From an optimization exercise on the open Yosys and OpenROAD flow, aimed at small area; shortcuts taken in it are not production practice.
In this exercise RTL edits were held to simulation tests only and were not proved equivalent to the original.
Power is estimated from default activity; no workload was simulated.

## job 2186
==> flow/design.v (excerpt) <==
module wideword_alu_top #(
	parameter int ADDR_BITS = wideword_pkg::AXI_ADDR_BITS
) (
	input  logic                                     clk,
	input  logic                                     rst,
	input  logic [ADDR_BITS-1:0]                     awaddr,
	input  logic                                     awvalid,
	output logic                                     awready,
	input  logic [wideword_pkg::AXI_DATA_BITS-1:0]   wdata,
	input  logic [wideword_pkg::AXI_DATA_BITS/8-1:0] wstrb,
	input  logic                                     wvalid,
	output logic                                     wready,
	output logic [1:0]                               bresp,
	output logic                                     bvalid,
	input  logic                                     bready,
	input  logic [ADDR_BITS-1:0]                     araddr,
	input  logic                                     arvalid,
	output logic                                     arready,
	output logic [wideword_pkg::AXI_DATA_BITS-1:0]   rdata,
	output logic [1:0]                               rresp,
	output logic                                     rvalid,
	input  logic                                     rready
);
clock: 6.0 ns
lec_check: 0
abc_area: 1
cap_margin: 20
core_margin: 2
core_utilization: 55
place_density: 0.65
slew_margin: 20
standard.sh (not shown) runs the stock make flow with config.mk's settings and CLKGATE_MAP_FILE= SYNTH_SCRIPT=/design/flow/synth_recipe.tcl, a recipe that flattens the netlist after the stock synthesis.
==> flow/flow/run.sh <==
#!/bin/bash
# Own layout flow: the standard flow (standard.sh) with three changes, all output to layout.log:
# - the weakest cells (the _0 drive strengths) are added to the platform's don't-use list; they have
#   the footprint and area of the _1 cells but a far smaller load limit;
# - clock tree synthesis inserts no dummy loads;
# - the port buffers are buf_2.
set -euo pipefail
DONT_USE="sky130_fd_sc_hd__probe_p_8 sky130_fd_sc_hd__probec_p_8 sky130_fd_sc_hd__lpflow_bleeder_1
 sky130_fd_sc_hd__lpflow_clkbufkapwr_1 sky130_fd_sc_hd__lpflow_clkbufkapwr_16 sky130_fd_sc_hd__lpflow_clkbufkapwr_2
 sky130_fd_sc_hd__lpflow_clkbufkapwr_4 sky130_fd_sc_hd__lpflow_clkbufkapwr_8 sky130_fd_sc_hd__lpflow_clkinvkapwr_1
 sky130_fd_sc_hd__lpflow_clkinvkapwr_16 sky130_fd_sc_hd__lpflow_clkinvkapwr_2 sky130_fd_sc_hd__lpflow_clkinvkapwr_4
 sky130_fd_sc_hd__lpflow_clkinvkapwr_8 sky130_fd_sc_hd__lpflow_decapkapwr_12 sky130_fd_sc_hd__lpflow_decapkapwr_3
 sky130_fd_sc_hd__lpflow_decapkapwr_4 sky130_fd_sc_hd__lpflow_decapkapwr_6 sky130_fd_sc_hd__lpflow_decapkapwr_8
 sky130_fd_sc_hd__lpflow_inputiso0n_1 sky130_fd_sc_hd__lpflow_inputiso0p_1 sky130_fd_sc_hd__lpflow_inputiso1n_1
 sky130_fd_sc_hd__lpflow_inputiso1p_1 sky130_fd_sc_hd__lpflow_inputisolatch_1 sky130_fd_sc_hd__lpflow_isobufsrc_1
 sky130_fd_sc_hd__lpflow_isobufsrc_16 sky130_fd_sc_hd__lpflow_isobufsrc_2 sky130_fd_sc_hd__lpflow_isobufsrc_4
 sky130_fd_sc_hd__lpflow_isobufsrc_8 sky130_fd_sc_hd__lpflow_isobufsrckapwr_16
 sky130_fd_sc_hd__lpflow_lsbuf_lh_hl_isowell_tap_1 sky130_fd_sc_hd__lpflow_lsbuf_lh_hl_isowell_tap_2
 sky130_fd_sc_hd__lpflow_lsbuf_lh_hl_isowell_tap_4 sky130_fd_sc_hd__lpflow_lsbuf_lh_isowell_4
 sky130_fd_sc_hd__lpflow_lsbuf_lh_isowell_tap_1 sky130_fd_sc_hd__lpflow_lsbuf_lh_isowell_tap_2
 sky130_fd_sc_hd__lpflow_lsbuf_lh_isowell_tap_4
 sky130_fd_sc_hd__a2111oi_0 sky130_fd_sc_hd__a21boi_0 sky130_fd_sc_hd__and2_0 sky130_fd_sc_hd__einvn_0
 sky130_fd_sc_hd__o21ai_0 sky130_fd_sc_hd__o311ai_0 sky130_fd_sc_hd__or2_0"
bash standard.sh \
	DONT_USE_CELLS="$(echo $DONT_USE)" \
	CTS_ARGS="-sink_clustering_enable -repair_clock_nets -dont_use_dummy_load" \
	BUFFER_PORTS_ARGS="-buffer_cell sky130_fd_sc_hd__buf_2" \
	finish > layout.log 2>&1
Job 2186 reached the final stage; the timing, DRC and antenna checks on its layout passed.
Relative to job 2186, the following input files were edited for job 7328:
--- a/flow/design.v
+++ b/flow/design.v
@@ -180,29 +180,28 @@
 	assign rd_a = hit_block(araddr, 2'd0) & ~stash_ld;
 	assign rd_b = hit_block(araddr, 2'd1) & ~stash_ld;
 	assign rd_c = hit_word(araddr, 6'h20) & ~stash_ld;
 	assign rd_s = hit_word(araddr, 6'h24) & ~stash_ld;
 	assign rd_r = hit_block(araddr, 2'd3) | stash_ld;
 	assign rw   = stash_ld ? 2'd0 : araddr[3:2];
-	logic [1:0] wsel;
+	logic [1:0] wsel, wfp;
 	logic       rd_pend;    
 	assign rd_pend = hit_block(araddr, 2'd3) & pend_q[araddr[3:2]] & ~ph1_q;
 	always_comb
 	begin
-		if (ar_hs & rd_pend)
-			wsel = araddr[3:2];
-		else if (pend_q[0])
-			wsel = 2'd0;
+		if (pend_q[0])
+			wfp = 2'd0;
 		else if (pend_q[1])
-			wsel = 2'd1;
+			wfp = 2'd1;
 		else if (pend_q[2])
-			wsel = 2'd2;
+			wfp = 2'd2;
 		else if (pend_q[3])
-			wsel = 2'd3;
+			wfp = 2'd3;
 		else
-			wsel = 2'd0;        
+			wfp = 2'd0;        
+		wsel = (ar_hs & rd_pend) ? araddr[3:2] : wfp;
 	end
 	always_ff @(posedge clk)
 	begin
 		if (rst)
 		begin
 			pend_q  <= '0;
@@ -226,13 +225,15 @@
 	logic [7:0]  gbyte, pbyte;
 	always_comb
 	begin
 		for (int i = 0; i < 16; i++)
 			a_byte[i] = a_q[i / 4][31 - 8 * (i % 4) -: 8];
 	end
-	assign bsel = b_q[wsel];
+	logic [31:0] b_rd;
+	assign b_rd = b_q[araddr[3:2]];
+	assign bsel = (ar_hs & rd_pend) ? b_rd : b_q[wfp];
 	always_comb
 	begin
 		for (int j = 0; j < 4; j++)
 			prm[31 - 8 * j -: 8] = a_byte[bsel[27 - 8 * j -: 4]];
 	end
 	assign ah = ph2_q ? {a_q[2], a_q[3]} : {a_q[0], a_q[1]};
@@ -301,13 +302,13 @@
 	begin
 		rd_val = '0;
 		rd_ok  = 1'b1;
 		if (rd_a)
 			rd_val = a_q[rw];
 		else if (rd_b)
-			rd_val = b_q[rw];
+			rd_val = b_rd;
 		else if (rd_c)
 			rd_val = {26'd0, wd_q, 1'b0, op_q};
 		else if (rd_s)
 			rd_val = {31'd0, done_q};
 		else if (rd_r)
 		begin
Findings:
Job 2186 went all the way through the flow, and no timing, DRC or antenna check failed. Per the final summary, job 7328 finished and its layout is clean on timing, DRC and antenna. Comparing job 2186 and job 7328, the higher final period demand of the worst path is on job 7328. Compared with job 2186, in job 7328 post-placement cell area up 0.90%, parity-gate share of the synthesized area counting xor and xnor cells flat. Diff job 2186 -> job 7328: worst stage delay on the critical path decreased 0.03 ns; met3 wire length increased 16%. [compare] base=job 2186 new=job 7328: power in the clock group +about 3%, insertion delay of the later-clocked pin in the worst-skew pair neither gained nor lost much. Re worst path buffer plus inverter count: job 7328 is 4 up on job 2186. Job 7328: relative max-transition margin lower than job 2186. Taking job 2186 as the reference, in job 7328 combinational power went up about 8%; cell area went up 0.84%.

==> separate check: timing with driven ports <==
Ports are ideal in the flow. The routed layouts listed here were re-timed in OpenROAD.
Step 1: set_driving_cell puts a clkbuf_16 on clk and a buf_2 on each other input, an assumption about the parent block.
Step 2 times the ports against the registers' clock, not the clock port: input delays grow and output delays shrink by t, the midpoint of the rising clock arrivals with the driver on.
a / b / c = ideal ports / drivers / drivers and shift; a / b = the first two.
run	t (ns)	slack for setup (ns)	cell pins on the clock port's net
job 2186	0.655	0.227 / 0.269 / -0.386	1
job 7328	0.661	0.144 / 0.177 / -0.483	1
With both steps, setup timing fails in job 2186 and job 7328, where it was met with ideal ports. For job 7328, which loses most, drivers alone change the setup slack by +0.033 ns; drivers and shift together by -0.627 ns.
